Background: an optimization exercise with open tools, aiming at a short achievable clock period and few clock cycles. Do not read the settings as production practice. Only simulation tests tie the RTL to the original design; equivalence was not proved. Power figures rest on the tool's default switching activity, not on a simulated workload.

==> design/flow/run.sh <==
#!/bin/bash
# synth_recipe.tcl (not shown) runs the flow's synth.tcl, then flattens the netlist and writes it again
# the make line also repeats each setting of config.mk as NAME=value (left out here)
make -C /OpenROAD-flow-scripts/flow DESIGN_CONFIG=/design/flow/config.mk WORK_HOME=/design/flow/orfs CLKGATE_MAP_FILE= SYNTH_SCRIPT=/design/flow/synth_recipe.tcl finish
==> design/flow/config.mk <==
export PLATFORM = sky130hd
export DESIGN_NAME = processor
export DESIGN_NICKNAME = processor
export VERILOG_FILES = /design/flow/design.v
export SDC_FILE = /design/flow/constraint.sdc
export NUM_CORES = 4
export LEC_CHECK = 0
export ABC_CLOCK_PERIOD_IN_PS = 2500
export CAP_MARGIN = 20
export CORE_MARGIN = 2
export CORE_UTILIZATION = 40
export SETUP_SLACK_MARGIN = 2.5
export SLEW_MARGIN = 20
==> design/flow/constraint.sdc <==
create_clock -name core_clock -period 5.5 [get_ports {clock}]
set_input_delay 1.1000 -clock core_clock [delete_from_list [all_inputs] [get_ports {clock}]]
set_output_delay 1.1000 -clock core_clock [all_outputs]
set_load 0.01 [all_outputs]
==> design/flow/design.v <==
package cpu_pkg;
    typedef logic [31:0] word_t;
    typedef logic [4:0]  reg_idx_t;
endpackage
`timescale 1ns/1ns
module processor (
    input  logic           clock,
    input  logic           reset,
    output cpu_pkg::word_t address_imem,
    input  cpu_pkg::word_t q_imem,
    output cpu_pkg::word_t address_dmem,
    output cpu_pkg::word_t data,
    output logic           wren,
    input  cpu_pkg::word_t q_dmem,
    output logic             ctrl_writeEnable,
    output cpu_pkg::reg_idx_t ctrl_writeReg,
    output cpu_pkg::reg_idx_t ctrl_readRegA,
    output cpu_pkg::reg_idx_t ctrl_readRegB,
    output cpu_pkg::word_t    data_writeReg,
    input  cpu_pkg::word_t    data_readRegA,
    input  cpu_pkg::word_t    data_readRegB
);
    logic [31:0] pc, pc_q, alt_q;
    logic        rd_q;
    assign pc = rd_q ? alt_q : pc_q;
    logic        e_we;
    logic        e_wev, e_stv, e_brv;
    logic [4:0]  e_dest;
    logic        e_st, e_br, e_bne, e_pred, e_addi, e_dec, e_nz, e_pos, e_neg;
    logic        e_rld, e_rand, e_ror, e_rsll, e_rsra;
    logic [4:0]  e_sh;
    logic [31:0] e_a, e_b, e_addr, e_alt;
    logic        e_fa;
    logic        e_rsum, e_cin;
    logic        w_we;
    logic [4:0]  w_dest;
    logic [31:0] w_res;
    logic [31:0] sum, other, res;
    logic [31:0] ins;
    logic [4:0]  op, rd, rs, rt, rb;
    logic        is_r, is_addi, is_lw, is_sw, is_bne, is_blt, is_j, is_jal, is_br, is_mem;
    logic [31:0] imm;
    assign ins     = q_imem;
    assign op      = ins[31:27];
    assign rd      = ins[26:22];
    assign rs      = ins[21:17];
    assign rt      = ins[16:12];
    assign imm     = {{15{ins[16]}}, ins[16:0]};
    assign is_r    = (op == 5'b00000);
    assign is_addi = (op == 5'b00101);
    assign is_lw   = (op == 5'b01000);
    assign is_sw   = (op == 5'b00111);
    assign is_bne  = (op == 5'b00010);
    assign is_blt  = (op == 5'b00110);
    assign is_j    = (op == 5'b00001);
    assign is_jal  = (op == 5'b00011);
    assign is_br   = is_bne | is_blt;
    assign is_mem  = is_lw | is_sw;
    assign rb      = ins[28] ? rd : rt;
    assign address_imem  = pc;
    assign ctrl_readRegA = rs;
    assign ctrl_readRegB = rb;
    logic        fd_we;
    logic [4:0]  fd_dest;
    assign fd_we   = ((is_r | is_addi | is_lw) && rd != 5'd0) || is_jal;
    assign fd_dest = is_jal ? 5'd31 : rd;
    logic        wfa, wfb, wf_rt, wf_rd, eha, ehb, eh_rt, eh_rd;
    logic [31:0] ra, rbv;
    assign wfa   = w_we && (w_dest == rs);
    assign wf_rt = w_we && (w_dest == rt);
    assign wf_rd = w_we && (w_dest == rd);
    assign wfb   = ins[28] ? wf_rd : wf_rt;
    assign ra    = wfa ? w_res : data_readRegA;
    assign rbv   = wfb ? w_res : data_readRegB;
    assign eha   = e_wev && (e_dest == rs);
    assign eh_rt = e_wev && (e_dest == rt);
    assign eh_rd = e_wev && (e_dest == rd);
    assign ehb   = ins[28] ? eh_rd : eh_rt;
    logic [31:0] pc1, br_target, fd_next, pc_next;
    logic        fd_resolved, fd_taken, take_br, stall, mispredict, kill;
    logic [31:0] alt1_q, pcq1;
    logic [32:0] bt_q, bt_alt;
    assign pcq1      = pc_q + 32'd1;
    assign pc1       = ({32{rd_q}} & alt1_q) | ({32{!rd_q}} & pcq1);
    assign bt_q      = {pc_q, 1'b1} + {imm, 1'b1};
    assign bt_alt    = {alt_q, 1'b1} + {imm, 1'b1};
    assign br_target = ({32{rd_q}} & bt_alt[32:1]) | ({32{!rd_q}} & bt_q[32:1]);
    assign fd_resolved = !(eha || eh_rd || wfa || wf_rd);
    assign fd_taken    = is_bne ? (data_readRegA != data_readRegB)
                                : ($signed(data_readRegB) < $signed(data_readRegA));
    logic pred;
    assign pred        = imm[31] || is_bne;
    logic        fuse_ok, fused_taken;
    assign fuse_ok     = e_wev && e_addi && !e_fa &&
                         ((rs == 5'd0 && rd == e_dest) || (rd == 5'd0 && rs == e_dest)) &&
                         (is_bne || (is_blt && e_dec));
    assign fused_taken = is_bne ? e_nz : ((rd == 5'd0) ? e_pos : e_neg);
    assign take_br     = is_br && (fd_resolved ? fd_taken : (fuse_ok ? fused_taken : pred));
    assign stall = is_mem && eha;
    assign kill  = stall;
    logic [31:0] nbr_next;
    always_comb begin
        if (is_j || is_jal) begin
            nbr_next = {5'b0, ins[26:0]};
        end else if (stall) begin
            nbr_next = pc;
        end else begin
            nbr_next = pc1;
        end
    end
    assign fd_next = ({32{take_br}} & br_target) | ({32{!take_br}} & nbr_next);
    assign pc_next = fd_next;
    logic [31:0] addr_rf, addr_w;
    assign addr_rf = data_readRegA + imm;
    assign addr_w  = w_res + imm;
    logic [4:0] fn;
    logic       fn_add, fn_sub, fn_and, fn_or, fn_sll, fn_sra;
    assign fn     = ins[6:2];
    assign fn_add = is_r && fn == 5'd0;
    assign fn_sub = is_r && fn == 5'd1;
    assign fn_and = is_r && fn == 5'd2;
    assign fn_or  = is_r && fn == 5'd3;
    assign fn_sll = is_r && fn == 5'd4;
    assign fn_sra = is_r && fn == 5'd5;
    logic fa_d, fb_d;
    assign fa_d = eha && !is_jal;
    assign fb_d = ehb && !is_addi && !is_jal;
    logic nz_rf, nz_w, pos_rf, pos_w, neg_rf, neg_w;
    assign nz_rf  = ((data_readRegA ^ imm) != {data_readRegA[30:0] | imm[30:0], 1'b0});
    assign nz_w   = ((w_res ^ imm) != {w_res[30:0] | imm[30:0], 1'b0});
    assign pos_rf = (!data_readRegA[31] && |data_readRegA[30:1]) || (data_readRegA[31] && ~|data_readRegA[30:0]);
    assign pos_w  = (!w_res[31] && |w_res[30:1]) || (w_res[31] && ~|w_res[30:0]);
    assign neg_rf = (data_readRegA[31] && |data_readRegA[30:0]) || ~|data_readRegA;
    assign neg_w  = (w_res[31] && |w_res[30:0]) || ~|w_res;
    always_ff @(posedge clock) begin
        if (reset) begin
            rd_q   <= 1'b1;
            e_we   <= 1'b0;
            e_st   <= 1'b0;
            e_br   <= 1'b0;
            e_addr <= '0;
        end else begin
            rd_q   <= mispredict;
            e_we   <= fd_we && !kill;
            e_st   <= is_sw && !kill;
            e_br   <= is_br && !fd_resolved && !fuse_ok && !kill;
            e_addr <= ({32{wfa}} & addr_w) | ({32{!wfa}} & addr_rf);
        end
    end
    always_ff @(posedge clock) begin
        pc_q   <= pc_next;
        alt_q  <= reset ? 32'd0 : e_alt;
        alt1_q <= reset ? 32'd1 : e_alt + 32'd1;
        e_dest <= fd_dest;
        e_bne  <= is_bne;
        e_pred <= pred;
        e_addi <= is_addi;
        e_dec  <= (ins[16:0] == 17'h1ffff);
        e_nz   <= wfa ? nz_w : nz_rf;
        e_pos  <= wfa ? pos_w : pos_rf;
        e_neg  <= wfa ? neg_w : neg_rf;
        e_rsum <= fn_add || fn_sub || is_addi || is_jal;
        e_cin  <= fn_sub;
        e_rld  <= is_lw;
        e_rand <= fn_and;
        e_ror  <= fn_or;
        e_rsll <= fn_sll;
        e_rsra <= fn_sra;
        e_sh   <= ins[11:7];
        e_a    <= fa_d ? res : (is_jal ? pc1 : ra);
        e_b    <= fb_d ? (fn_sub ? ~res : res) : (is_addi ? imm : (is_jal ? 32'd0 : (fn_sub ? ~rbv : rbv)));
        e_alt  <= pred ? pc1 : br_target;
        e_fa   <= fa_d;
    end
    logic [32:0] x;
    logic        taken_e, ne, lt;
    assign x   = {e_a, 1'b1} + {e_b, e_cin};
    assign sum = x[32:1];
    always_comb begin
        other = 32'd0;
        if (e_rld)  other = other | q_dmem;
        if (e_rand) other = other | (e_a & e_b);
        if (e_ror)  other = other | (e_a | e_b);
        if (e_rsll) other = other | (e_a << e_sh);
        if (e_rsra) other = other | 32'($signed(e_a) >>> e_sh);
    end
    assign res = ({32{e_rsum}} & sum) | other;
    assign ne = (e_a != e_b);
    assign lt = ($signed(e_b) < $signed(e_a));
    assign taken_e    = e_bne ? ne : lt;
    assign e_wev      = e_we && !rd_q;
    assign e_stv      = e_st && !rd_q;
    assign e_brv      = e_br && !rd_q;
    assign mispredict = e_brv && (taken_e != e_pred);
    assign address_dmem = e_addr;
    assign data         = e_b;
    assign wren         = e_stv;
    always_ff @(posedge clock) begin
        if (reset) begin
            w_we <= 1'b0;
        end else begin
            w_we <= e_wev;
        end
    end
    always_ff @(posedge clock) begin
        w_dest <= e_dest;
        w_res  <= res;
    end
    assign ctrl_writeEnable = w_we;
    assign ctrl_writeReg    = w_dest;
    assign data_writeReg    = w_res;
endmodule
==> results of run 1 <==
==> per-stage QoR <==
step	setup slack, ps	util (%)	total power, mW	cell area (sq um)
detailed placement	609	46.5	6.88	33800
global route	2010	56.7	10.8	41300
finish	2080	56.7	10.4	41300
floorplan	1510	-	5.39	30200
global placement	609	46.4	6.89	33800
CTS	2110	53.8	9.88	39200
==> worst max-delay path, delay by kind of cell <==
kind                     cells  cell delay [ps]
AO/OA/AOI/OAI                7             1590
buffers and inverters        5              590
adder cells (fa/ha/maj)      1              220
XOR/XNOR                     1              210
AND/OR/NAND/NOR              2              140
==> state kept, by name (all words and copies together) (netlist names), 5 cells and up <==
| name | count |
|---|---|
| alt1_q | 32 |
| alt_q | 32 |
| e_a | 32 |
| e_addr | 32 |
| e_alt | 32 |
| e_b | 32 |
| e_dest | 5 |
| e_sh | 5 |
| pc_q | 32 |
| w_dest | 5 |
| w_res | 32 |
==> final timing paths <==
check / from / slack (ps) / end
worst max-delay path: q_imem[2] / 2080 / e_addr[29]
worst min register to register: e_dest[0] / 430 / w_dest[0]
worst min-delay path: e_dest[0] / 430 / w_dest[0]
worst max register to register: pc_q[0] / 2230 / pc_q[24]
==> Yosys cell counts, drive strengths merged, types with 10 or more instances <==
master   number  area share [%]
xnor2       132             3.9
a211oi       41             1.1
o31a         11            0.36
and3         24            0.51
clkbuf      157             2.0
o21ai       309             5.3
inv         216             2.8
a221o        23            0.78
or3          21            0.45
o21a         39             1.0
nand2b       51             1.1
nor2        329             4.2
nor4         41            0.87
mux2         45             1.7
nand3b       14            0.36
a21oi       298             5.1
ha          316              13
and2         10            0.21
o2111ai      12            0.36
a22oi        11            0.28
dfxtp       291              20
or2          11            0.23
nand2       349             4.5
o21bai       24            0.61
a31oi        23            0.49
mux2i       121             4.1
o22ai        17            0.36
a211o        19            0.57
buf          54             1.0
nor3         66             1.1
o311ai       11            0.33
and4         14            0.42
o31ai        13            0.33
a221oi       18            0.56
o211ai       77             2.0
xor2        119             3.5
mux4         61             4.7
nand4        48             1.0
nor2b        59             1.3
o221ai       16            0.50
nand3        75             1.3
a21o         82             2.1
==> routing by layer <==
layer,track usage (%),up-vias,share of wire [%]
met2,56.0,1858,45
met3,6.68,460,9.7
met5,0,-,0.021
met1,43.9,15700,39
li1,-,14600,-
met4,20.9,4,7.1
==> cell families (layout without fill, tap and decap cells) <==
kind of cell	Yosys count	count (layout)	share of synthesized area [%]
and+or+nand+nor	1140	1140	18.3
muxes	227	227	10.5
AOI/OAI and AO/OA	1113	1114	24.2
adders and majority gates	321	321	13.8
buffers and inverters	429	922	5.79
other	0	1	0
xor gates and xnor gates	251	251	7.49
DFF	291	291	19.8
==> power breakdown <==
part / leakage [nW] / internal [mW] / switching [mW]
Sequential: 2.43 / 2.44 / 0.455
Clock: 0.574 / 1.38 / 1.09
Combinational: 14.0 / 2.24 / 2.76
Total: 17.0 / 6.06 / 4.30
==> cell type report <==
type	count	area, sq um	area share [%]
multi-input combinational	3053	25700	62.2
timing repair inverter	1	11.3	0.0273
tap	959	1200	2.91
clock buffer	47	1010	2.46
timing repair buffer	636	6260	15.2
clock inverter	20	185	0.448
antenna	1	2.50	0.00606
inverter	218	931	2.25
sequential	291	5990	14.5
==> timing repair <==
action	in CTS	in global routing
resized for setup	938	443
setup endpoints to repair	227	167
setup buffers	188	83
pin swaps	202	220
gates cloned	13	5
==> metrics.md, run 1 <==
| Metric | Value |
|---|---|
| Status | no timing/DRC/antenna violations |
| Fmax achieved | 293 MHz |
| Share of layout cells above drive strength 1 | 29.6% |
| Die Area | 0.0756 sq mm |
| Vias in the first global route | 30400 |
| # DRC | 0 |
| YS warnings | 1 |
| Unrepaired setup endpoints after global routing | yes |
| Reg2Reg Depth | 14 |
| Commonest non-fill, non-tap cell in the layout | nand2_1 |
| Synth Net Count | 4223 |
| Gr ovfl total | 0 |
| Least-Margin Pin Slew | 1110 ps |
| Largest net degree at the start of global routing | 69 |
| Hold Worst Slack | 435 ps |
| Clock sinks | 291 |
| H-tree levels | 2 |
| Commonest cells after routing, fill and taps aside | 335 x nand2_1, 302 x nor2_1, 260 x buf_4, 232 x dfxtp_1, 231 x a21oi_1 |
| Fillcell total | 6648 |
| Crit. End Element | flop |
| Initial antenna violation count | 8 |
| Vias/cell | 6.24 |
| Detail Route Antenna Nets | 0 |
| Critical path cell sequence | buf_6 > buf_8 > clkinvlp_4 > buf_6 > ha_4 > o21a_4 > a2111oi_4 > o31ai_4 > o221ai_4 > buf_12 > o221ai_4 > o41ai_4 > xor2_1 > nor2_1 > a21oi_1 > nor2_1 |
| Register area share after synthesis | 19.8% |
| Hold Vio Cnt, Final | 0 |
| Post-synth EDFFs | 0 |
| DIE WIDTH | 275 microns |
| Fin Setup TNS | 0 ps |
| Clock latency (worst-skew pair) | 600 ps |
| All-Layer GR Usage | 35.1% |
| Tcrit/Tclk final | 62.1% |
| Slowest cell on crit path | a2111oi_4 |
| Clock skew | 45.5 ps |
| Clock Path Buffers | 3 |
| CP max FO | 5 |
| Hold Crit Class | flop to flop |
| Power Dens Cells | 251 mW/mm^2 |
| Post-Syn Area | 0.0294 sq mm |
| Initial Util | 40.3% |
| Die height | 275 microns |
| Tmin final | 3420 ps |
| Setup crit start kind | input port |
| CTS Hold Bufs | 0 |
| Clk slew on worst S/H paths | 60 ps |
| DRT Pass-1 Iters | 6 |
| First-pass GRT wire length | 198000 microns |
| Leakage power | 17.0 nW |
| Distinct cells, synth | 89 |
| Nets | 4689 |
| Core Area | 0.0728 sq mm |
| Overall routed net length | 141000 microns |
| Gate Count Post-Synth | 3772 |
| Slew Limit Fails | 0 |
| Main flop type after synthesis | dfxtp_1 |
| Avg WL per Cell | 27.0 microns |
| Arrival time at the worst endpoint | 3870 ps |
| Critical Path RT | 5950 ps |
| Maximum capacitance violations | 0 |
| Syn avg cell area | 7.79 sq um |
| Largest stage delay, worst path | 440 ps |
| Num CTS Buffers | 37 |
| Worst hold path depth | 0 |
| Post-Layout Cell Count | 5226 |
| Placed Instances | 4869 |
| Yosys reg bits | 291 |
| Initial DRC Count | 3475 |
| Final setup violating endpoints | 0 |
| Worst slew margin | 25.2% |
| CTS Root Cell | clkbuf_16 |
| Core Rows | 99 |
| PortBufs | 274 |
| Hpwl dp | 101000 microns |
| Area grow syn2layout | 40.6% |
| CTS tree | yes |
| IO Count | 275 |
| Setup CP Type | input port to flop |
| Max VDD drop | 0.240 mV |
| Total number of vias | 32600 |
| GPL Wtd Cong | 1.02 |
| Synth async-reset ratio | 0% |
Testbench counts, summed over its fixed seeds: cycles 27,767.
==> run 2: changes to the inputs <==
--- a/design/flow/design.v
+++ b/design/flow/design.v
@@ -31,3 +31,3 @@
     logic [4:0]  e_sh;
-    logic [31:0] e_a, e_b, e_addr, e_alt;
+    logic [31:0] e_a, e_b, e_addr, e_pc1, e_imm;
     logic        e_fa;
@@ -98,3 +98,3 @@
     assign take_br     = is_br && (fd_resolved ? fd_taken : (fuse_ok ? fused_taken : pred));
-    assign stall = is_mem && eha;
+    assign stall = is_mem && (eha || wfa);
     assign kill  = stall;
@@ -112,5 +112,4 @@
     assign pc_next = fd_next;
-    logic [31:0] addr_rf, addr_w;
+    logic [31:0] addr_rf;
     assign addr_rf = data_readRegA + imm;
-    assign addr_w  = w_res + imm;
     logic [4:0] fn;
@@ -140,3 +139,2 @@
             e_br   <= 1'b0;
-            e_addr <= '0;
         end else begin
@@ -146,3 +144,2 @@
             e_br   <= is_br && !fd_resolved && !fuse_ok && !kill;
-            e_addr <= ({32{wfa}} & addr_w) | ({32{!wfa}} & addr_rf);
         end
@@ -151,4 +148,5 @@
         pc_q   <= pc_next;
+        e_addr <= addr_rf;
         alt_q  <= reset ? 32'd0 : e_alt;
-        alt1_q <= reset ? 32'd1 : e_alt + 32'd1;
+        alt1_q <= reset ? 32'd1 : e_alt1;
         e_dest <= fd_dest;
@@ -169,5 +167,9 @@
         e_sh   <= ins[11:7];
-        e_a    <= fa_d ? res : (is_jal ? pc1 : ra);
-        e_b    <= fb_d ? (fn_sub ? ~res : res) : (is_addi ? imm : (is_jal ? 32'd0 : (fn_sub ? ~rbv : rbv)));
-        e_alt  <= pred ? pc1 : br_target;
+        e_a    <= ({32{fa_d && e_rsum}} & sum) | ({32{fa_d && !e_rsum}} & other) |
+                  ({32{!fa_d}} & (is_jal ? pc1 : ra));
+        e_b    <= ({32{fb_d && e_rsum}} & (sum ^ {32{fn_sub}})) |
+                  ({32{fb_d && !e_rsum}} & (other ^ {32{fn_sub}})) |
+                  ({32{!fb_d}} & (is_addi ? imm : (is_jal ? 32'd0 : (fn_sub ? ~rbv : rbv))));
+        e_pc1  <= pc1;
+        e_imm  <= imm;
         e_fa   <= fa_d;
@@ -194,2 +196,9 @@
     assign mispredict = e_brv && (taken_e != e_pred);
+    logic [31:0] e_alt, e_alt1, e_pc2;
+    logic [32:0] e_bt, e_bt1;
+    assign e_pc2  = e_pc1 + 32'd1;
+    assign e_bt   = {1'b0, e_pc1} + {1'b0, e_imm};
+    assign e_bt1  = {e_pc1, 1'b1} + {e_imm, 1'b1};
+    assign e_alt  = e_pred ? e_pc1 : e_bt[31:0];
+    assign e_alt1 = e_pred ? e_pc2 : e_bt1[32:1];
     assign address_dmem = e_addr;
==> run 2 against run 1 <==
Compared with the run above: critical path type is now flop to flop; critical path depth down 4; die area up 6.0%; routed wire length increased by 12%; synthesized cell count is 6.3% higher; utilization grew 0.29 points; critical endpoint is now e_b[21]; fmax decreased by 4.5%; cell count is 7.2% higher; global-route usage increased by 1.9 points; power grew 11%; still clean on timing, DRC and antenna.
==> metrics.md, run 2 <==
| Metric | Value |
|---|---|
| Total number of vias | 35400 (was 32600) |
| Leakage power | 18.3 nW (was 17.0 nW) |
| Post-synth EDFFs | 0 (unchanged) |
| Avg WL per Cell | 28.2 microns (was 27.0 microns) |
| Slew Limit Fails | 0 (unchanged) |
| Worst reg-to-reg setup slack | 1920 ps (was 2230 ps) |
| Tcrit/Tclk final | 65.0% (was 62.1%) |
| Area of the multi-input gates | 0.0272 sq mm (was 0.0257 sq mm) |
| CTS tree | yes (unchanged) |
| Worst hold path depth | 0 (unchanged) |
| Num CTS Buffers | 37 (unchanged) |
| Fillcell total | 7037 (was 6648) |
| Vias/cell | 6.31 (was 6.24) |
| DRT Pass-1 Iters | 8 (was 6) |
| Count leader, synth | nand2_1 (unchanged) |
| Gate Count Post-Synth | 4011 (was 3772) |
| Unrepaired setup endpoints after global routing | yes (unchanged) |
| Worst r2r dst | e_b[21] (was pc_q[24]) |
| Register area | 0.00622 sq mm (was 0.00599 sq mm) |
| Clock skew | 49.7 ps (was 45.5 ps) |
| CTS Root Cell | clkbuf_16 (unchanged) |
| Setup crit start kind | flop (was input port) |
| Post-synth top cells | 373 x nand2_1, 352 x nor2_1, 336 x a21oi_1 (was 349 x nand2_1, 329 x nor2_1, 316 x ha_1) |
| IO Count | 275 (unchanged) |
| Nets | 4987 (was 4689) |
| Power Dens Cells | 260 mW/mm^2 (was 251 mW/mm^2) |
| Core Rows | 102 (was 99) |
| Place WS | 638 ps (was 609 ps) |
| Synth Net Count | 4464 (was 4223) |
| Clock latency (worst-skew pair) | 610 ps (was 600 ps) |
| CTS Hold Bufs | 0 (unchanged) |
| Syn avg cell area | 7.77 sq um (was 7.79 sq um) |
| Core Area | 0.0773 sq mm (was 0.0728 sq mm) |
| Overall routed net length | 158000 microns (was 141000 microns) |
| First-pass GRT wire length | 222000 microns (was 198000 microns) |
| Final Worst Setup Slack | 1920 ps (was 2080 ps) |
| Detail Route Antenna Nets | 0 (unchanged) |
| Fin Setup TNS | 0 ps (unchanged) |
| Clk slew on worst S/H paths | 70 ps (was 60 ps) |
| Clock sinks | 303 (was 291) |
| Hold Crit Class | flop to flop (unchanged) |
| Area leader, netlist | dfxtp_1 (unchanged) |
| PortBufs | 274 (unchanged) |
| Largest net degree at the start of global routing | 69 (unchanged) |
| Commonest cells after routing, fill and taps aside | 349 x nand2_1, 323 x nor2_1, 320 x buf_4, 259 x a21oi_1, 242 x dfxtp_1 (was 335 x nand2_1, 302 x nor2_1, 260 x buf_4, 232 x dfxtp_1, 231 x a21oi_1) |
| Worst slew margin | 16.7% (was 25.2%) |
| Worst hold path endpoint | w_dest[3] (was w_dest[0]) |
| Die Area | 0.0801 sq mm (was 0.0756 sq mm) |
| Crit. End Element | flop (unchanged) |
| Register area share after synthesis | 19.5% (was 19.8%) |
| Arrival time at the worst endpoint | 4020 ps (was 3870 ps) |
| DIE WIDTH | 283 microns (was 275 microns) |
| Critical Path RT | 5950 ps (about the same) |
| Origin of the worst setup path | e_a[0] (was q_imem[2]) |
| Hpwl dp | 116000 microns (was 101000 microns) |
| Clock Path Buffers | 3 (unchanged) |
| Distinct cells, synth | 89 (unchanged) |
| Final setup violating endpoints | 0 (unchanged) |
| Synth async-reset ratio | 0% (unchanged) |
| Max VDD drop | 0.310 mV (was 0.240 mV) |
| Status | no timing/DRC/antenna violations (unchanged) |
| Yosys reg bits | 303 (was 291) |
| Initial antenna violation count | 7 (was 8) |
| Post-Syn Area | 0.0311 sq mm (was 0.0294 sq mm) |
| Die height | 283 microns (was 275 microns) |
| Hold Vio Cnt, Final | 0 (unchanged) |
| Share of layout cells above drive strength 1 | 30.9% (was 29.6%) |
| Commonest non-fill, non-tap cell in the layout | nand2_1 (unchanged) |
| Least-Margin Pin Slew | 1240 ps (was 1110 ps) |
| Initial DRC Count | 4051 (was 3475) |
| Worst Min Path Start | e_dest[3] (was e_dest[0]) |
| Worst R2R Start | e_a[0] (was pc_q[0]) |
| Tmin final | 3580 ps (was 3420 ps) |
| Vias in the first global route | 32700 (was 30400) |
| Main flop type after synthesis | dfxtp_1 (unchanged) |
| All-Layer GR Usage | 36.9% (was 35.1%) |
| Initial Util | 40.3% (about the same) |
| Power Total | 11.5 mW (was 10.4 mW) |
| Synth top area cells | dfxtp_1 19%, ha_1 13%, xnor2_1 5.7%, a21oi_1 5.4%, mux2i_1 4.8% (was dfxtp_1 20%, ha_1 13%, a21oi_1 5.1%, o21ai_0 4.9%, mux4_2 4.7%) |
| Setup CP Type | flop to flop (was input port to flop) |
| Area grow syn2layout | 41.5% (was 40.6%) |
| Fmax achieved | 280 MHz (was 293 MHz) |
| H-tree levels | 2 (unchanged) |
| Post-synth top area share | 19.5% (was 19.8%) |
| # DRC | 0 (unchanged) |
| Maximum capacitance violations | 0 (unchanged) |
| CP max FO | 2 (was 5) |
| Gr ovfl total | 0 (unchanged) |
| GPL Wtd Cong | 1.03 (was 1.02) |
| YS warnings | 1 (unchanged) |
| Reg2Reg Depth | 12 (was 14) |
run 2: worst max-delay path by stage:
| stage | endpoint | slack [ps] | cells past startpoint |
|---|---|---|---|
| final | e_b[21] | 1920 | 12 |
| after floorplan | pc_q[28] | 1710 | 11 |
| after global routing | e_b[21] | 1930 | 12 |
| after detailed placement | e_addr[31] | 640 | 13 |
| after CTS | pc_q[28] | 2070 | 13 |
| after global placement | e_addr[31] | 690 | 14 |
run 2: final cells by class:
| class | count | area share [%] |
|---|---|---|
| diodes | 3 | 0.0170 |
| clock buffers | 49 | 2.36 |
| flip-flops and latches | 303 | 14.1 |
| multi-input cells | 3235 | 61.7 |
| well taps | 1040 | 2.95 |
| inverters | 240 | 2.36 |
| repair buffers | 714 | 15.7 |
| clock inverters | 15 | 0.622 |
| repair inverters | 3 | 0.0993 |
run 2: logic make-up after synthesis:
family	after synthesis	share of synthesized area, %
flip-flops	303	19.5
buffers and inverters	473	6.15
AND/OR/NAND/NOR	1165	17.3
multiplexers	271	11.4
AO/OA/AOI/OAI	1156	23.6
adder cells (fa/ha/maj)	323	13.1
XOR/XNOR	320	9.00
run 2: critical path, cell delays in order (launching register included):
cell and delay, ps:
dfxtp_4 350, fa_2 390, a211oi_4 280, o21ai_2 120, a32oi_2 270, nand4_1 260
and2_4 250, buf_6 130, a221oi_4 320, xnor2_4 230, a21o_1 200, o21ai_0 110
a22oi_2 510
run 2: per-stage QoR:
stage | hold WS [ps] | std cells | cell area, sq um | utilization, %
4_1_cts | 457 | 5456 | 41700 | 53.9
3_3_place_gp | 432 | 5174 | 35700 | 46.1
3_5_place_dp | 436 | 5174 | 35700 | 46.1
6_report | 466 | 5602 | 44100 | 57.0
5_1_grt | 469 | 5599 | 44100 | 57.0
2_1_floorplan | 396 | 4011 | 32200 | -
run 2: routing by layer:
layer	track usage, %	part of all wire [%]	up-vias
li1	-	-	15500
met1	45.7	38	17100
met2	58.7	44	2144
met3	7.88	9.9	596
met4	22.7	7.7	14
met5	0	0.11	-
run 2: power breakdown:
group / leakage (nW) / internal [mW] / switching, mW
Sequential: 2.54 / 2.50 / 0.449
Combinational: 15.2 / 2.53 / 3.27
Clock: 0.645 / 1.63 / 1.10
Total: 18.3 / 6.66 / 4.82
run 2: timing repair:
item | CTS | global route
endpoints found under the setup margin | 230 | 163
buffers inserted | 201 | 141
pin swaps | 200 | 186
resized for setup | 1129 | 374
cloned | 17 | 2
Testbench counts of run 2, summed over its fixed seeds: cycles 27,830.
==> run 3: changes to the inputs <==
==> design/flow/flow/run.sh (new file) <==
#!/bin/bash
# The standard layout, with the port buffers made of buf_4 cells instead of
# the default choice; every tool's output goes to standard.log in this folder.
set -euo pipefail
export BUFFER_PORTS_ARGS="-buffer_cell sky130_fd_sc_hd__buf_4"
bash standard.sh > standard.log 2>&1
==> design/flow/standard.sh (new file) <==
#!/bin/bash
# synth_recipe.tcl (not shown) runs the flow's synth.tcl, then flattens the netlist and writes it again
# the make line also repeats each setting of config.mk as NAME=value (left out here)
make -C /OpenROAD-flow-scripts/flow DESIGN_CONFIG=/design/flow/config.mk WORK_HOME=/design/flow/orfs CLKGATE_MAP_FILE= SYNTH_SCRIPT=/design/flow/synth_recipe.tcl "${@:-finish}"
removed: design/flow/run.sh
==> run 3 against run 2 <==
Compared with the run above: non-clock buffer count shrank 131; clock-buffer cell count rose by 2; area after synthesis unchanged; die area unchanged; synthesized cell count did not move; combinational power decreased by 4.1%; design area fell by 4.5%; routed wire length is 2.1% lower; power is 3.7% lower; utilization fell by 2.6 points; critical endpoint is now pc_q[28].
==> metrics.md, run 3 <==
| Metric | Value |
|---|---|
| Register area share after synthesis | 19.5% (unchanged) |
| Status | no timing/DRC/antenna violations (unchanged) |
| First-pass GRT wire length | 217000 microns (was 222000 microns) |
| Largest net degree at the start of global routing | 80 (was 69) |
| Leakage power | 17.7 nW (was 18.3 nW) |
| Largest stage delay, worst path | 390 ps (was 510 ps) |
| Clock Path Buffers | 3 (unchanged) |
| Core Rows | 102 (unchanged) |
| Fmax achieved | 280 MHz (about the same) |
| Power Dens Cells | 262 mW/mm^2 (was 260 mW/mm^2) |
| Placed Instances | 5139 (was 5174) |
| Die height | 283 microns (unchanged) |
| Hold Vio Cnt, Final | 0 (unchanged) |
| Clk slew on worst S/H paths | 50 ps (was 70 ps) |
| Gate Count Post-Synth | 4011 (unchanged) |
| Detail Route Antenna Nets | 0 (unchanged) |
| Hold Crit Class | flop to flop (unchanged) |
| Kind of cell adding the most delay to the critical path | compound AO/OA/AOI/OAI gates (unchanged) |
| CTS Hold Bufs | 0 (unchanged) |
| CP Buf/Inv Count | 5 (was 1) |
| CP max FO | 5 (was 2) |
| Commonest cells after routing, fill and taps aside | 453 x buf_4, 351 x nand2_1, 321 x nor2_1, 270 x a21oi_1, 239 x dfxtp_1 (was 349 x nand2_1, 323 x nor2_1, 320 x buf_4, 259 x a21oi_1, 242 x dfxtp_1) |
| Clock skew | 37.3 ps (was 49.7 ps) |
| Area leader, netlist | dfxtp_1 (unchanged) |
| Gr ovfl total | 0 (unchanged) |
| Post-synth top cells | 373 x nand2_1, 352 x nor2_1, 336 x a21oi_1 (unchanged) |
| Slew Limit Fails | 0 (unchanged) |
| PortBufs | 274 (unchanged) |
| Overall routed net length | 155000 microns (was 158000 microns) |
| Fillcell total | 7218 (was 7037) |
| Compound-cell area share of the yosys netlist | 23.6% (unchanged) |
| Total number of vias | 34700 (was 35400) |
| # DRC | 0 (unchanged) |
| Setup CP Type | input port to flop (was flop to flop) |
| Least-Margin Pin Slew | 1320 ps (was 1240 ps) |
| Synth top area cells | dfxtp_1 19%, ha_1 13%, xnor2_1 5.7%, a21oi_1 5.4%, mux2i_1 4.8% (unchanged) |
| All-Layer GR Usage | 35.9% (was 36.9%) |
| Register area | 0.00624 sq mm (was 0.00622 sq mm) |
| Origin of the worst setup path | q_imem[5] (was e_a[0]) |
| Fin Setup TNS | 0 ps (unchanged) |
| Tcrit/Tclk final | 65.0% (about the same) |
| Tmin final | 3580 ps (about the same) |
| Syn avg cell area | 7.77 sq um (unchanged) |
| Post-Layout Cell Count | 5474 (was 5602) |
| DIE WIDTH | 283 microns (unchanged) |
| Vias in the first global route | 32200 (was 32700) |
| Post-synth EDFFs | 0 (unchanged) |
| Die Area | 0.0801 sq mm (unchanged) |
| Post-Synth Simple-Gate Area | 17.3% (unchanged) |
| Crit. End Element | flop (unchanged) |
| YS warnings | 1 (unchanged) |
| Post-synthesis mux area share | 11.4% (unchanged) |
| Post-synthesis xor/xnor area fraction | 9.00% (unchanged) |
| GPL Wtd Cong | 1.04 (was 1.03) |
| Most used cell, CP | buf_6 |
| Initial DRC Count | 4259 (was 4051) |
| H-tree levels | 2 (unchanged) |
| Critical Path RT | 5970 ps (was 5950 ps) |
| Synth async-reset ratio | 0% (unchanged) |
| Arrival time at the worst endpoint | 4040 ps (was 4020 ps) |
| Synth Net Count | 4464 (unchanged) |
| Critical Path End | pc_q[28] (was e_b[21]) |
| CTS tree | yes (unchanged) |
| Setup crit start kind | input port (was flop) |
| Largest family of logic cells by synthesized area | compound AO/OA/AOI/OAI gates (unchanged) |
| Core Area | 0.0773 sq mm (unchanged) |
| Vias/cell | 6.33 (was 6.31) |
| Number of stages on the worst setup path | 15 (was 12) |
| CTS Root Cell | clkbuf_16 (unchanged) |
| Worst R2R Start | pc_q[5] (was e_a[0]) |
| Area grow syn2layout | 35.2% (was 41.5%) |
| Hpwl dp | 113000 microns (was 116000 microns) |
| Distinct cells, synth | 89 (unchanged) |
| Nets | 4856 (was 4987) |
| Max VDD drop | 0.251 mV (was 0.310 mV) |
| Final setup violating endpoints | 0 (unchanged) |
| Main flop type after synthesis | dfxtp_1 (unchanged) |
| Commonest non-fill, non-tap cell in the layout | buf_4 (was nand2_1) |
| Maximum capacitance violations | 0 (unchanged) |
| Initial Util | 40.3% (unchanged) |
| Worst hold path depth | 0 (unchanged) |
| Critical path cell sequence | buf_16 > buf_4 > buf_6 > buf_12 > ha_4 > or3_4 > o211a_1 > o21a_1 > a221o_1 > buf_6 > a21oi_4 > o21ai_0 > xnor2_1 > nor2_1 > o32ai_2 (was fa_2 > a211oi_4 > o21ai_2 > a32oi_2 > nand4_1 > and2_4 > buf_6 > a221oi_4 > xnor2_4 > a21o_1 > o21ai_0 > a22oi_2) |
| Num CTS Buffers | 36 (was 37) |
| Post-synth top area share | 19.5% (unchanged) |
| Area of the multi-input gates | 0.0267 sq mm (was 0.0272 sq mm) |
| Share of layout cells above drive strength 1 | 30.9% (about the same) |
| Clock sinks | 303 (unchanged) |
| Reg2Reg Depth | 12 (unchanged) |
| Worst r2r dst | pc_q[28] (was e_b[21]) |
| Slowest cell on crit path | a221o_1 (was a22oi_2) |
| Count leader, synth | nand2_1 (unchanged) |
| Clock latency (worst-skew pair) | 590 ps (was 610 ps) |
| Worst slew margin | 11.1% (was 16.7%) |
| Unrepaired setup endpoints after global routing | yes (unchanged) |
| Worst reg-to-reg setup slack | 2070 ps (was 1920 ps) |
| Post-Syn Area | 0.0311 sq mm (unchanged) |
| Avg WL per Cell | 28.2 microns (about the same) |
| Post-synthesis adder-cell area fraction | 13.1% (unchanged) |
| Yosys reg bits | 303 (unchanged) |
| Initial antenna violation count | 4 (was 7) |
| DRT Pass-1 Iters | 6 (was 8) |
| IO Count | 275 (unchanged) |
[run 3: cell counts after synthesis]
Identical to the previous run, type by type.
[run 3: metrics by stage]
step                cell area [sq um]  worst slack (ps)  total power [mW]  util [%]  hold slack [ps]
floorplan                       32200              1710              5.85         -              396
global placement                34700              1100              7.47      44.9              430
detailed placement              34700              1060              7.46      44.9              425
CTS                             39700              1970              10.5      51.3              439
global route                    42100              1860              11.5      54.4              449
finish                          42100              1920              11.0      54.4              440
[run 3: cell families (layout without fill, tap and decap cells)]
logic type / count (synthesis) / in the layout
buffers and inverters: 473 / 891
AND/OR/NAND/NOR: 1165 / 1165
flip-flops: 303 / 303
AO/OA/AOI/OAI: 1156 / 1156
adder cells (fa/ha/maj): 323 / 323
other: 0 / 5
multiplexers: 271 / 271
XOR/XNOR: 320 / 320
[run 3: power breakdown]
group	internal, mW	switching (mW)	total, mW
sequential	2.50	0.443	2.94
clock	1.50	1.05	2.55
combinational	2.36	3.20	5.56
[run 3: final cells by class]
type | instances | area share, %
sequential | 303 | 14.8
inverter | 240 | 2.46
timing repair buffer | 583 | 13.2
tap | 1040 | 3.09
antenna | 5 | 0.0297
clock inverter | 13 | 0.425
timing repair inverter | 4 | 0.113
clock buffer | 51 | 2.52
multi-input combinational | 3235 | 63.3
[run 3: how the worst min path moves through the flow]
stage / slack, ps / endpoint / from
3_3_place_gp: 430 / w_dest[2] / e_dest[2]
6_report: 440 / w_dest[2] / e_dest[2]
3_5_place_dp: 430 / w_dest[1] / e_dest[1]
4_1_cts: 440 / w_dest[2] / e_dest[2]
2_1_floorplan: 400 / w_dest[3] / e_dest[3]
5_1_grt: 450 / w_dest[2] / e_dest[2]
[run 3: layer usage]
layer / track usage [%] / part of all wire [%] / wire length [microns] / vias up
li1: - / - / - / 15300
met1: 44.0 / 37 / 57400 / 16600
met2: 57.8 / 45 / 69400 / 2232
met3: 7.87 / 11 / 16600 / 596
met4: 21.4 / 7.2 / 11100 / 2
met5: 0.179 / 0.0084 / 13 / -
[run 3: timing repair]
item	in CTS	in global routing
pin swaps	116	152
gates cloned	14	6
gates resized for setup	544	326
setup buffers	146	100
endpoints found under the hold margin	0	0
setup endpoints to repair	213	150
==> run 4: changes to the inputs <==
--- a/design/flow/design.v
+++ b/design/flow/design.v
@@ -29,4 +29,3 @@
     logic        e_st, e_br, e_bne, e_pred, e_addi, e_dec, e_nz, e_pos, e_neg;
-    logic        e_rld, e_rand, e_ror, e_rsll, e_rsra;
-    logic [4:0]  e_sh;
+    logic        e_rld, e_rand, e_ror, e_rpass;
     logic [31:0] e_a, e_b, e_addr, e_pc1, e_imm;
@@ -80,4 +79,6 @@
     logic        fd_resolved, fd_taken, take_br, stall, mispredict, kill;
+    logic        is_shift;
+    logic [31:0] sh_res;
     logic [31:0] alt1_q, pcq1;
-    logic [32:0] bt_q, bt_alt;
+    logic [32:0] bt_q;
     assign pcq1      = pc_q + 32'd1;
@@ -85,4 +86,3 @@
     assign bt_q      = {pc_q, 1'b1} + {imm, 1'b1};
-    assign bt_alt    = {alt_q, 1'b1} + {imm, 1'b1};
-    assign br_target = ({32{rd_q}} & bt_alt[32:1]) | ({32{!rd_q}} & bt_q[32:1]);
+    assign br_target = bt_q[32:1];
     assign fd_resolved = !(eha || eh_rd || wfa || wf_rd);
@@ -97,4 +97,4 @@
     assign fused_taken = is_bne ? e_nz : ((rd == 5'd0) ? e_pos : e_neg);
-    assign take_br     = is_br && (fd_resolved ? fd_taken : (fuse_ok ? fused_taken : pred));
-    assign stall = is_mem && (eha || wfa);
+    assign take_br     = is_br && !rd_q && (fd_resolved ? fd_taken : (fuse_ok ? fused_taken : pred));
+    assign stall = (is_mem && (eha || wfa)) || (is_shift && eha) || (rd_q && is_br);
     assign kill  = stall;
@@ -123,2 +123,13 @@
     assign fn_sra = is_r && fn == 5'd5;
+    assign is_shift = fn_sll || fn_sra;
+    logic [31:0] shl_rf, shr_rf, shl_w, shr_w;
+    logic        sel_l, sel_r;
+    assign shl_rf = data_readRegA << ins[11:7];
+    assign shr_rf = 32'($signed(data_readRegA) >>> ins[11:7]);
+    assign shl_w  = w_res << ins[11:7];
+    assign shr_w  = 32'($signed(w_res) >>> ins[11:7]);
+    assign sel_l  = (ins[6:2] == 5'd4);
+    assign sel_r  = !sel_l;
+    assign sh_res = ({32{!wfa && sel_l}} & shl_rf) | ({32{!wfa && sel_r}} & shr_rf) |
+                    ({32{wfa && sel_l}} & shl_w) | ({32{wfa && sel_r}} & shr_w);
     logic fa_d, fb_d;
@@ -164,7 +175,5 @@
         e_ror  <= fn_or;
-        e_rsll <= fn_sll;
-        e_rsra <= fn_sra;
-        e_sh   <= ins[11:7];
+        e_rpass <= is_shift;
         e_a    <= ({32{fa_d && e_rsum}} & sum) | ({32{fa_d && !e_rsum}} & other) |
-                  ({32{!fa_d}} & (is_jal ? pc1 : ra));
+                  ({32{!fa_d}} & (is_jal ? pc1 : (is_shift ? sh_res : ra)));
         e_b    <= ({32{fb_d && e_rsum}} & (sum ^ {32{fn_sub}})) |
@@ -185,4 +194,3 @@
         if (e_ror)  other = other | (e_a | e_b);
-        if (e_rsll) other = other | (e_a << e_sh);
-        if (e_rsra) other = other | 32'($signed(e_a) >>> e_sh);
+        if (e_rpass) other = other | e_a;
     end
==> design/flow/run.sh (new file) <==
#!/bin/bash
# synth_recipe.tcl (not shown) runs the flow's synth.tcl, then flattens the netlist and writes it again
# the make line also repeats each setting of config.mk as NAME=value (left out here)
make -C /OpenROAD-flow-scripts/flow DESIGN_CONFIG=/design/flow/config.mk WORK_HOME=/design/flow/orfs CLKGATE_MAP_FILE= SYNTH_SCRIPT=/design/flow/synth_recipe.tcl finish
removed: design/flow/flow/run.sh
removed: design/flow/standard.sh
==> run 4 against run 3 <==
Compared with the run above: first-iteration DRC count grew 18%; die area up 3.4%; area after synthesis increased by 3.4%; clock skew decreased by 2.7 ps; fmax is 2.5% lower; register-to-register slack got worse by 20 ps; via count up 5.2%; clock power up 11%; routed wire length increased by 13%; cell count rose by 2.9%; largest cell class unchanged.
==> metrics.md, run 4 <==
| Metric | Value |
|---|---|
| Count leader, synth | nor2_1 (was nand2_1) |
| Hpwl dp | 124000 microns (was 113000 microns) |
| Main flop type after synthesis | dfxtp_1 (unchanged) |
| Synth Net Count | 4523 (was 4464) |
| Final setup violating endpoints | 0 (unchanged) |
| YS warnings | 1 (unchanged) |
| Share of layout cells above drive strength 1 | 29.2% (was 30.9%) |
| Initial antenna violation count | 8 (was 4) |
| CTS Root Cell | clkbuf_16 (unchanged) |
| Synth async-reset ratio | 0% (unchanged) |
| H-tree levels | 2 (unchanged) |
| Overall routed net length | 174000 microns (was 155000 microns) |
| Setup crit start kind | input port (unchanged) |
| Core Rows | 104 (was 102) |
| Tmin final | 3670 ps (was 3580 ps) |
| Slew Limit Fails | 0 (unchanged) |
| Fin Setup TNS | 0 ps (unchanged) |
| Worst r2r dst | pc_q[17] (was pc_q[28]) |
| CTS tree | yes (unchanged) |
| Post-synth EDFFs | 0 (unchanged) |
| Nets | 4957 (was 4856) |
| Critical Path RT | 5980 ps (was 5970 ps) |
| Setup CP Type | input port to flop (unchanged) |
| Gr ovfl total | 0 (unchanged) |
| Area grow syn2layout | 35.9% (was 35.2%) |
| Max VDD drop | 0.263 mV (was 0.251 mV) |
| Worst R2R Start | pc_q[2] (was pc_q[5]) |
| All-Layer GR Usage | 40.0% (was 35.9%) |
| Commonest non-fill, non-tap cell in the layout | nor2_1 (was buf_4) |
| Distinct cells, synth | 93 (was 89) |
| Post-Syn Area | 0.0322 sq mm (was 0.0311 sq mm) |
| Post-synth top area share | 18.8% (was 19.5%) |
| Syn avg cell area | 7.86 sq um (was 7.77 sq um) |
| Util after Layout | 54.6% (was 54.4%) |
| Worst reg-to-reg setup slack | 2050 ps (was 2070 ps) |
| Clock Path Buffers | 3 (unchanged) |
| Clk slew on worst S/H paths | 60 ps (was 50 ps) |
| Post-route cell area | 0.0438 sq mm (was 0.0421 sq mm) |
| Maximum capacitance violations | 0 (unchanged) |
| Initial Util | 40.2% (was 40.3%) |
| Hold Crit Class | flop to flop (unchanged) |
| Die Area | 0.0828 sq mm (was 0.0801 sq mm) |
| Register area share after synthesis | 18.8% (was 19.5%) |
| Worst hold path depth | 0 (unchanged) |
| Post-synth top cells | 488 x nor2_1, 343 x nand2_1, 316 x a21oi_1 (was 373 x nand2_1, 352 x nor2_1, 336 x a21oi_1) |
| IO Count | 275 (unchanged) |
| Leakage power | 17.9 nW (was 17.7 nW) |
| Vias/cell | 6.48 (was 6.33) |
| Clock sinks | 302 (was 303) |
| Yosys reg bits | 302 (was 303) |
| Worst slew margin | 20.0% (was 11.1%) |
| Detail Route Antenna Nets | 0 (unchanged) |
| Top Usage Layer GRT | met2 (unchanged) |
| Power Total | 10.8 mW (was 11.0 mW) |
| Met1 usage | 53.6% (was 44.0%) |
| Clock latency (worst-skew pair) | 610 ps (was 590 ps) |
| GPL Wtd Cong | 1.04 (about the same) |
| Initial DRC Count | 5016 (was 4259) |
| Tcrit/Tclk final | 66.7% (was 65.0%) |
| Total number of vias | 36500 (was 34700) |
| Die height | 288 microns (was 283 microns) |
| Status | no timing/DRC/antenna violations (unchanged) |
| # DRC | 0 (unchanged) |
| First-pass GRT wire length | 242000 microns (was 217000 microns) |
| Area leader, netlist | dfxtp_1 (unchanged) |
| Worst hold path endpoint | w_dest[1] (was w_dest[2]) |
| Commonest cells after routing, fill and taps aside | 458 x nor2_1, 326 x nand2_1, 291 x buf_4, 254 x a21oi_1, 233 x dfxtp_1 (was 453 x buf_4, 351 x nand2_1, 321 x nor2_1, 270 x a21oi_1, 239 x dfxtp_1) |
| Avg WL per Cell | 31.0 microns (was 28.2 microns) |
| Synth top area cells | dfxtp_1 19%, ha_1 11%, mux4_2 8.5%, xnor2_1 5.8%, nor2_1 5.7% (was dfxtp_1 19%, ha_1 13%, xnor2_1 5.7%, a21oi_1 5.4%, mux2i_1 4.8%) |
| GR Layer Usage met2 | 55.6% (was 57.8%) |
| Gate Count Post-Synth | 4102 (was 4011) |
| CTS Hold Bufs | 0 (unchanged) |
| Hold Vio Cnt, Final | 0 (unchanged) |
| Worst Min Path Start | e_dest[1] (was e_dest[2]) |
| Fmax achieved | 273 MHz (was 280 MHz) |
| DRT Pass-1 Iters | 8 (was 6) |
| Reg2Reg Depth | 9 (was 12) |
| Least-Margin Pin Slew | 1190 ps (was 1320 ps) |
| M3 GR Usage | 12.8% (was 7.87%) |
| DIE WIDTH | 288 microns (was 283 microns) |
| Num CTS Buffers | 41 (was 36) |
| Vias in the first global route | 34000 (was 32200) |
| Crit. End Element | flop (unchanged) |
| Arrival time at the worst endpoint | 4150 ps (was 4040 ps) |
| Power Dens Cells | 248 mW/mm^2 (was 262 mW/mm^2) |
| Clock skew | 34.6 ps (was 37.3 ps) |
| CP max FO | 7 (was 5) |
| Area post-placement | 0.0366 sq mm (was 0.0347 sq mm) |
| PortBufs | 274 (unchanged) |
| Unrepaired setup endpoints after global routing | yes (unchanged) |
| Largest net degree at the start of global routing | 89 (was 80) |
| Core Area | 0.0802 sq mm (was 0.0773 sq mm) |
run 4: changes by cell type in the layout (fill, tap and decap cells not counted), moves of 32 or more:
cell             before  now
buf_2                 0   32
buf_4               453  291
clkdlybuf4s50_1       0  134
dlygate4sd2_1         0   34
inv_1               208  168
mux4_2               60  122
nor2_1              321  458
run 4: logic make-up (layout without fill, tap and decap cells):
| logic type | Yosys count | count (layout) | share of synthesized area, % |
|---|---|---|---|
| simple gates | 1220 | 1221 | 16.9 |
| compound gates | 1109 | 1109 | 21.8 |
| buf+inv | 514 | 978 | 6.73 |
| mux | 334 | 334 | 15.3 |
| xor+xnor | 332 | 332 | 9.02 |
| flops | 302 | 302 | 18.8 |
| fa+ha+maj | 291 | 291 | 11.4 |
| other cells | 0 | 4 | 0 |
run 4: worst max-delay path, stage by stage:
cell and delay [ps]:
buf_2 210, ha_4 320, nand4_1 220, a2111oi_2 370, a211oi_1 110, o21ai_2 130
a21oi_2 120, xnor2_2 350, o211ai_1 190, a211oi_4 300, buf_6 200, buf_12 180
mux2_4 320
run 4: metrics by stage:
| step | setup slack (ps) | cells | hold WS, ps |
|---|---|---|---|
| 2_1_floorplan | 1710 | 4102 | 397 |
| 3_3_place_gp | 382 | 5294 | 412 |
| 3_5_place_dp | 342 | 5294 | 414 |
| 4_1_cts | 2050 | 5565 | 422 |
| 5_1_grt | 1860 | 5629 | 430 |
| 6_report | 1830 | 5631 | 432 |
run 4: layout make-up:
type / instances / area (sq um)
clock buffer: 54 / 1190
antenna: 4 / 10.0
sequential: 302 / 6200
clock inverter: 20 / 204
multi-input combinational: 3287 / 27000
tap: 1060 / 1330
inverter: 219 / 953
fill: 7408 / 36400
timing repair buffer: 685 / 6870
run 4: report_power, final:
| part | switching, mW | internal [mW] | leakage, nW |
|---|---|---|---|
| Combinational | 2.97 | 2.18 | 14.7 |
| Sequential | 0.384 | 2.50 | 2.54 |
| Clock | 1.19 | 1.63 | 0.680 |
run 4: worst max-delay path by stage:
stage,slack [ps],end,start
after floorplan,1710,e_addr[31],q_imem[7]
after global placement,380,pc_q[23],data_readRegA[6]
after detailed placement,340,pc_q[26],data_readRegA[6]
after CTS,2050,pc_q[16],data_readRegA[14]
after global routing,1860,pc_q[16],data_readRegA[14]
final,1830,pc_q[16],data_readRegB[11]
run 4: timing repair:
action	in CTS	in global routing
setup endpoints to repair	224	162
buffers inserted	178	60
gates resized for setup	996	359
gates cloned	19	2
pin swaps	162	159
run 4: layer usage:
| metal | wire, microns | share of wire [%] |
|---|---|---|
| met1 | 69000 | 40 |
| met2 | 68900 | 40 |
| met3 | 23300 | 13 |
| met4 | 12900 | 7.4 |
| met5 | 302 | 0.17 |
Testbench counts of run 4, summed over its fixed seeds: cycles 27,913.
==> run 5: changes to the inputs <==
--- a/design/flow/design.v
+++ b/design/flow/design.v
@@ -97,3 +97,9 @@
     assign fused_taken = is_bne ? e_nz : ((rd == 5'd0) ? e_pos : e_neg);
-    assign take_br     = is_br && !rd_q && (fd_resolved ? fd_taken : (fuse_ok ? fused_taken : pred));
+    logic fd_ne, fd_lt, k_ne, k_lt, k_other;
+    assign fd_ne   = (data_readRegA != data_readRegB);
+    assign fd_lt   = ($signed(data_readRegB) < $signed(data_readRegA));
+    assign k_ne    = is_bne && !rd_q && fd_resolved;
+    assign k_lt    = is_blt && !rd_q && fd_resolved;
+    assign k_other = is_br && !rd_q && !fd_resolved && (fuse_ok ? fused_taken : pred);
+    assign take_br = (k_ne && fd_ne) || (k_lt && fd_lt) || k_other;
     assign stall = (is_mem && (eha || wfa)) || (is_shift && eha) || (rd_q && is_br);
==> run 5 against run 4 <==
Compared with the run above: still clean on timing, DRC and antenna; combinational power grew 13%; design area grew 8.1%; sequential share of layout area shrank 1.1 points; sequential power grew 2%; via count grew 6.8%; global-route usage grew 0.52 points; critical path type unchanged.
==> metrics.md, run 5 <==
| Metric | Value |
|---|---|
| Status | no timing/DRC/antenna violations (unchanged) |
| Post-synth EDFFs | 0 (unchanged) |
| IO Count | 275 (unchanged) |
| All-Layer GR Usage | 40.5% (was 40.0%) |
| Worst slew margin | 22.6% (was 20.0%) |
| Num CTS Buffers | 39 (was 41) |
| Core Rows | 105 (was 104) |
| Final setup violating endpoints | 0 (unchanged) |
| Initial DRC Count | 5879 (was 5016) |
| Maximum capacitance violations | 0 (unchanged) |
| Placed Instances | 5357 (was 5294) |
| DIE WIDTH | 291 microns (was 288 microns) |
| Post-synthesis adder-cell area fraction | 11.1% (was 11.4%) |
| Detail Route Antenna Nets | 0 (unchanged) |
| Tcrit/Tclk final | 60.6% (was 66.7%) |
| Gr ovfl total | 0 (unchanged) |
| Slew Limit Fails | 0 (unchanged) |
| Post-synthesis mux area share | 15.6% (was 15.3%) |
| Initial Util | 40.3% (was 40.2%) |
| Register area share after synthesis | 18.3% (was 18.8%) |
| PortBufs | 274 (unchanged) |
| DR WL met3 | 28000 microns (was 23300 microns) |
| M1 WL | 70700 microns (was 69000 microns) |
| Setup crit start kind | input port (unchanged) |
| Clk slew on worst S/H paths | 60 ps (about the same) |
| Count leader, synth | nor2_1 (unchanged) |
| Distinct cells, synth | 99 (was 93) |
| # DRC | 0 (unchanged) |
| First-pass GRT wire length | 253000 microns (was 242000 microns) |
| Fillcell total | 7167 (was 7408) |
| Syn avg cell area | 7.93 sq um (was 7.86 sq um) |
| Vias in the first global route | 35500 (was 34000) |
| Synth async-reset ratio | 0% (unchanged) |
| CTS Root Cell | clkbuf_16 (unchanged) |
| Largest net degree at the start of global routing | 68 (was 89) |
| Die height | 291 microns (was 288 microns) |
| Crit. End Element | flop (unchanged) |
| Yosys reg bits | 302 (unchanged) |
| Arrival time at the worst endpoint | 3820 ps (was 4150 ps) |
| Post-synth top area share | 18.3% (was 18.8%) |
| DRT Pass-1 Iters | 9 (was 8) |
| Leakage power | 19.1 nW (was 17.9 nW) |
| Avg WL per Cell | 31.5 microns (was 31.0 microns) |
| Post-Syn Area | 0.0330 sq mm (was 0.0322 sq mm) |
| Hold Vio Cnt, Final | 0 (unchanged) |
| Total number of vias | 39000 (was 36500) |
| Nets | 5125 (was 4957) |
| Hpwl dp | 128000 microns (was 124000 microns) |
| Max VDD drop | 0.245 mV (was 0.263 mV) |
| Share of layout cells above drive strength 1 | 34.6% (was 29.2%) |
| CTS tree | yes (unchanged) |
| Commonest cells after routing, fill and taps aside | 381 x buf_4, 365 x nor2_1, 357 x nand2_1, 261 x a21oi_1, 240 x dfxtp_1 (was 458 x nor2_1, 326 x nand2_1, 291 x buf_4, 254 x a21oi_1, 233 x dfxtp_1) |
| Overall routed net length | 183000 microns (was 174000 microns) |
| Clock Path Buffers | 3 (unchanged) |
| Post-Layout Cell Count | 5807 (was 5631) |
| Die Area | 0.0849 sq mm (was 0.0828 sq mm) |
| Vias/cell | 6.71 (was 6.48) |
| YS warnings | 1 (unchanged) |
| Gate Count Post-Synth | 4162 (was 4102) |
| Fin Setup TNS | 0 ps (unchanged) |
| Area leader, netlist | dfxtp_1 (unchanged) |
| Util after Layout | 57.8% (was 54.6%) |
| Met2 routed WL | 71100 microns (was 68900 microns) |
| Fmax achieved | 300 MHz (was 273 MHz) |
| Power Dens Cells | 246 mW/mm^2 (was 248 mW/mm^2) |
| Top sig layer | met5 (unchanged) |
| Post-Synth Simple-Gate Area | 16.9% (about the same) |
| Hold Crit Class | flop to flop (unchanged) |
| Core Area | 0.0818 sq mm (was 0.0802 sq mm) |
| Commonest non-fill, non-tap cell in the layout | buf_4 (was nor2_1) |
| Critical Path RT | 5990 ps (was 5980 ps) |
| Clock sinks | 302 (unchanged) |
| Clock latency (worst-skew pair) | 580 ps (was 610 ps) |
| Synth Net Count | 4583 (was 4523) |
| Compound-cell area share of the yosys netlist | 23.5% (was 21.8%) |
| CP max FO | 7 (unchanged) |
| Largest family of logic cells by synthesized area | compound AO/OA/AOI/OAI gates (unchanged) |
| Initial antenna violation count | 11 (was 8) |
| Tmin final | 3330 ps (was 3670 ps) |
| Synth top area cells | dfxtp_1 18%, ha_1 11%, mux4_2 11%, a21oi_1 5.3%, nor2_1 4.7% (was dfxtp_1 19%, ha_1 11%, mux4_2 8.5%, xnor2_1 5.8%, nor2_1 5.7%) |
| Unrepaired setup endpoints after global routing | yes (unchanged) |
| GPL Wtd Cong | 1.06 (was 1.04) |
| Post-synthesis xor/xnor area fraction | 7.71% (was 9.02%) |
| Setup CP Type | input port to flop (unchanged) |
| Post-synth top cells | 410 x nor2_1, 380 x nand2_1, 348 x a21oi_1 (was 488 x nor2_1, 343 x nand2_1, 316 x a21oi_1) |
| Power Total | 11.6 mW (was 10.8 mW) |
| Clock skew | 15.6 ps (was 34.6 ps) |
| Least-Margin Pin Slew | 1160 ps (was 1190 ps) |
| Main flop type after synthesis | dfxtp_1 (unchanged) |
| Area grow syn2layout | 43.3% (was 35.9%) |
| H-tree levels | 2 (unchanged) |
==> run 5: power by group <==
group | total [mW] | leakage (nW) | switching [mW] | internal, mW
logic | 5.83 | 15.9 | 3.37 | 2.46
registers | 2.93 | 2.53 | 0.425 | 2.50
clock network | 2.89 | 0.683 | 1.15 | 1.74
total | 11.6 | 19.1 | 4.95 | 6.70
==> run 5: metrics by stage <==
| stage | cell area, sq um | setup WS (ps) | hold WS (ps) |
|---|---|---|---|
| floorplan | 34000 | 1170 | 395 |
| finish | 47300 | 2170 | 457 |
| global route | 47300 | 2110 | 461 |
| detailed placement | 37600 | 561 | 411 |
| CTS | 44600 | 2240 | 419 |
| global placement | 37600 | 638 | 411 |
==> run 5: final timing paths <==
kind / startpoint / end / slack (ps) / depth (start not counted)
max reg2reg: e_b[15] / e_a[24] / 2200 / 12
min: e_dest[1] / w_dest[1] / 460 / 0
min reg2reg: e_dest[1] / w_dest[1] / 460 / 0
max: q_imem[12] / e_b[17] / 2170 / 12
==> run 5: critical path, stage by stage <==
cell	delay, ps
buf_2	160
buf_12	160
buf_4	140
xnor2_1	110
nand2_1	120
nor3_4	50
buf_12	140
a21oi_2	430
nor2_1	80
a21oi_1	820
o221ai_1	250
a21oi_2	250
==> run 5: final cells by class <==
cell class	count	area (sq um)	area share, %
Antenna cell	6	15.0	0.0317
Inverter	240	1020	2.16
Clock inverter	23	352	0.743
Multi-Input combinational cell	3319	29100	61.6
Sequential cell	302	6170	13.0
Clock buffer	45	1040	2.19
Tap cell	1070	1340	2.83
Timing Repair Buffer	802	8240	17.4
==> run 5: routing by layer <==
metal  vias up  global-route usage (%)
li1      16400                       -
met1     18600                    54.4
met2      3268                    55.5
met3       709                    15.1
met4        14                    22.4
met5         -                   0.454
==> run 5: logic make-up after synthesis <==
family,count (synthesis)
compound gates,1197
mux,312
fa+ha+maj,291
flops,302
simple gates,1222
xor+xnor,289
buf+inv,549
==> run 5: what timing repair did <==
item	in CTS	in global routing
endpoints found under the setup margin	223	166
pin swaps	209	200
hold endpoints to repair	0	0
hold buffers	0	0
setup buffers	212	123
gates cloned	37	4
resized for setup	1088	464
Testbench counts of run 5, summed over its fixed seeds: cycles 27,913.
==> run 6: changes to the inputs <==
--- a/design/flow/config.mk
+++ b/design/flow/config.mk
@@ -7,3 +7,2 @@
 export LEC_CHECK = 0
-export ABC_CLOCK_PERIOD_IN_PS = 2500
 export CAP_MARGIN = 20
@@ -11,3 +10,3 @@
 export CORE_UTILIZATION = 40
-export SETUP_SLACK_MARGIN = 2.5
+export SETUP_SLACK_MARGIN = 2.2
 export SLEW_MARGIN = 20
==> run 6 against run 5 <==
Compared with the run above: synthesized cell count did not move; critical endpoint is now e_b[19]; non-clock buffer count fell by 251; routed wire length fell by 4.4%; via count fell by 5.6%; critical path type unchanged; utilization fell by 6.3 points.
==> metrics.md, run 6 <==
| Metric | Value |
|---|---|
| Status | no timing/DRC/antenna violations (unchanged) |
| Hpwl dp | 128000 microns (about the same) |
| Distinct cells, synth | 99 (unchanged) |
| Num CTS Buffers | 39 (unchanged) |
| Count leader, synth | nor2_1 (unchanged) |
| Main flop type after synthesis | dfxtp_1 (unchanged) |
| Combinational share of power | 47.0% (was 50.0%) |
| Tmin final | 3440 ps (was 3330 ps) |
| Clock sinks | 302 (unchanged) |
| Maximum capacitance violations | 0 (unchanged) |
| Flop pwr share | 26.8% (was 25.1%) |
| Syn avg cell area | 7.93 sq um (unchanged) |
| Register area share after synthesis | 18.3% (unchanged) |
| Clk slew on worst S/H paths | 60 ps (about the same) |
| Gr ovfl total | 0 (unchanged) |
| Least-Margin Pin Slew | 1160 ps (about the same) |
| Fin Setup TNS | 0 ps (unchanged) |
| Post-synth top area share | 18.3% (unchanged) |
| Core Area | 0.0818 sq mm (unchanged) |
| CTS tree | yes (unchanged) |
| Area of the multi-input gates | 0.0268 sq mm (was 0.0291 sq mm) |
| YS warnings | 1 (unchanged) |
| Origin of the worst setup path | q_imem[15] (was q_imem[12]) |
| Commonest cells after routing, fill and taps aside | 400 x nor2_1, 372 x nand2_1, 313 x a21oi_1, 257 x dfxtp_1, 217 x ha_1 (was 381 x buf_4, 365 x nor2_1, 357 x nand2_1, 261 x a21oi_1, 240 x dfxtp_1) |
| Synth Net Count | 4583 (unchanged) |
| CP max FO | 10 (was 7) |
| Sw Ratio | 42.6% (was 42.5%) |
| IO Count | 275 (unchanged) |
| Placed Instances | 5332 (was 5357) |
| Fmax achieved | 290 MHz (was 300 MHz) |
| P_int | 6.30 mW (was 6.70 mW) |
| Critical Path RT | 6000 ps (was 5990 ps) |
| DIE WIDTH | 291 microns (unchanged) |
| Slowest cell on crit path | a21oi_1 (unchanged) |
| # DRC | 0 (unchanged) |
| All-Layer GR Usage | 39.0% (was 40.5%) |
| CTS Hold Bufs | 0 (unchanged) |
| Core Rows | 105 (unchanged) |
| Post-synth EDFFs | 0 (unchanged) |
| Nets | 4870 (was 5125) |
| H-tree levels | 2 (unchanged) |
| Unrepaired setup endpoints after global routing | yes (unchanged) |
| CTS Root Cell | clkbuf_16 (unchanged) |
| Arrival time at the worst endpoint | 3940 ps (was 3820 ps) |
| Critical path cell sequence | dlygate4sd2_1 > buf_6 > buf_6 > xnor2_1 > nand4_1 > nor3_4 > buf_4 > a21oi_2 > nor2_1 > a21oi_1 > o21ai_0 > o21ai_0 (was buf_2 > buf_12 > buf_4 > xnor2_1 > nand2_1 > nor3_4 > buf_12 > a21oi_2 > nor2_1 > a21oi_1 > o221ai_1 > a21oi_2) |
| Die height | 291 microns (unchanged) |
| Vias/cell | 6.62 (was 6.71) |
| Overall routed net length | 175000 microns (was 183000 microns) |
| Worst Min Path Start | e_dest[0] (was e_dest[1]) |
| Power share of the clock group | 26.3% (was 24.8%) |
| Leakage power | 16.9 nW (was 19.1 nW) |
| Post-Syn Area | 0.0330 sq mm (unchanged) |
| Post-synth top cells | 410 x nor2_1, 380 x nand2_1, 348 x a21oi_1 (unchanged) |
| Area leader, netlist | dfxtp_1 (unchanged) |
| Detail Route Antenna Nets | 0 (unchanged) |
| Clock Path Buffers | 3 (unchanged) |
| Synth async-reset ratio | 0% (unchanged) |
| Setup crit start kind | input port (unchanged) |
| Hold Vio Cnt, Final | 0 (unchanged) |
| Gate Count Post-Synth | 4162 (unchanged) |
| Register area | 0.00614 sq mm (was 0.00617 sq mm) |
| First-pass GRT wire length | 243000 microns (was 253000 microns) |
| GPL Wtd Cong | 1.04 (was 1.06) |
| Area grow syn2layout | 27.8% (was 43.3%) |
| Sw Pwr | 4.68 mW (was 4.95 mW) |
| Clock skew | 25.8 ps (was 15.6 ps) |
| Post-Layout Cell Count | 5554 (was 5807) |
| Initial Util | 40.3% (unchanged) |
| PortBufs | 274 (unchanged) |
| Worst reg-to-reg setup slack | 2200 ps (about the same) |
| Crit. End Element | flop (unchanged) |
run 6: cell counts after synthesis:
No cell type changed its count.
run 6: worst paths after layout:
kind	to	cells after the start
setup / recovery	e_b[19]	12
hold / removal	w_dest[0]	0
setup reg to reg	e_b[22]	11
hold reg to reg	w_dest[0]	0
run 6: through the flow:
stage | hold slack [ps] | setup slack (ps) | utilization [%]
global route | 433 | 2090 | 51.5
floorplan | 395 | 1170 | -
CTS | 420 | 2060 | 50.1
global placement | 414 | 754 | 45.6
detailed placement | 411 | 598 | 45.6
finish | 427 | 2060 | 51.5
run 6: cell type report:
type	instances	area share, %
clock inverter	28	0.925
sequential	302	14.5
multi-input combinational	3315	63.5
clock buffer	43	2.40
timing repair buffer	551	13.1
antenna	5	0.0297
inverter	240	2.33
tap	1070	3.17
run 6: layer usage:
layer | routed length [microns] | up-vias | global-route usage [%]
li1 | - | 15800 | -
met1 | 71400 | 17700 | 54.5
met2 | 67800 | 2752 | 52.6
met3 | 24500 | 511 | 12.9
met4 | 11200 | 4 | 20.3
met5 | 31 | - | 0
run 6: kinds of logic after synthesis:
logic type	share of synthesized area, %
flip-flops	18.3
buffers and inverters	6.87
XOR/XNOR	7.71
multiplexers	15.6
AO/OA/AOI/OAI	23.5
adder cells (fa/ha/maj)	11.1
AND/OR/NAND/NOR	16.9
run 6: power by group through the flow:
stage,sequential (mW),clock [mW],combinational (mW)
2_1_floorplan,2.78,0,2.89
3_3_place_gp,2.95,0,4.55
3_5_place_dp,2.94,0,4.52
4_1_cts,2.90,2.89,4.82
5_1_grt,2.95,2.98,5.41
6_report,2.94,2.88,5.16
run 6: critical path: cells and delay by family:
kind / cells / cell delay (ps)
buffers and inverters: 4 / 670
AO/OA/AOI/OAI: 4 / 1700
AND/OR/NAND/NOR: 3 / 340
XOR/XNOR: 1 / 130
run 6: what timing repair did:
item                                    CTS  global route
endpoints found under the setup margin  170           122
resized for setup                       455           260
gates cloned                             14             6
pin swaps                                74            58
setup buffers                            78            48

static timing again, ports no longer ideal:
Ports are ideal in the flow. The routed layouts listed here were re-timed in OpenROAD.
Step 1, drivers: a clkbuf_16 drives clock and a buf_2 each remaining input, both assumed.
Step 2, shift: input delay + t, output delay - t, t = (earliest + latest rising clock arrival at the registers) / 2. This alone moves slack from input paths to output paths.
Three values: ideal, step 1, step 2; two values: the first two.
run | t (ns) | setup slack, ns
run 1 | 0.637 | 2.083 / 2.089 / 1.452
run 2 | 0.646 | 1.922 / 1.922 / 1.349
run 3 | 0.634 | 1.925 / 1.927 / 1.293
run 4 | 0.663 | 1.832 / 1.821 / 1.159
run 5 | 0.648 | 2.168 / 1.981 / 1.333
run 6 | 0.661 | 2.055 / 1.981 / 1.320
After both steps setup and hold are still met in every run listed.
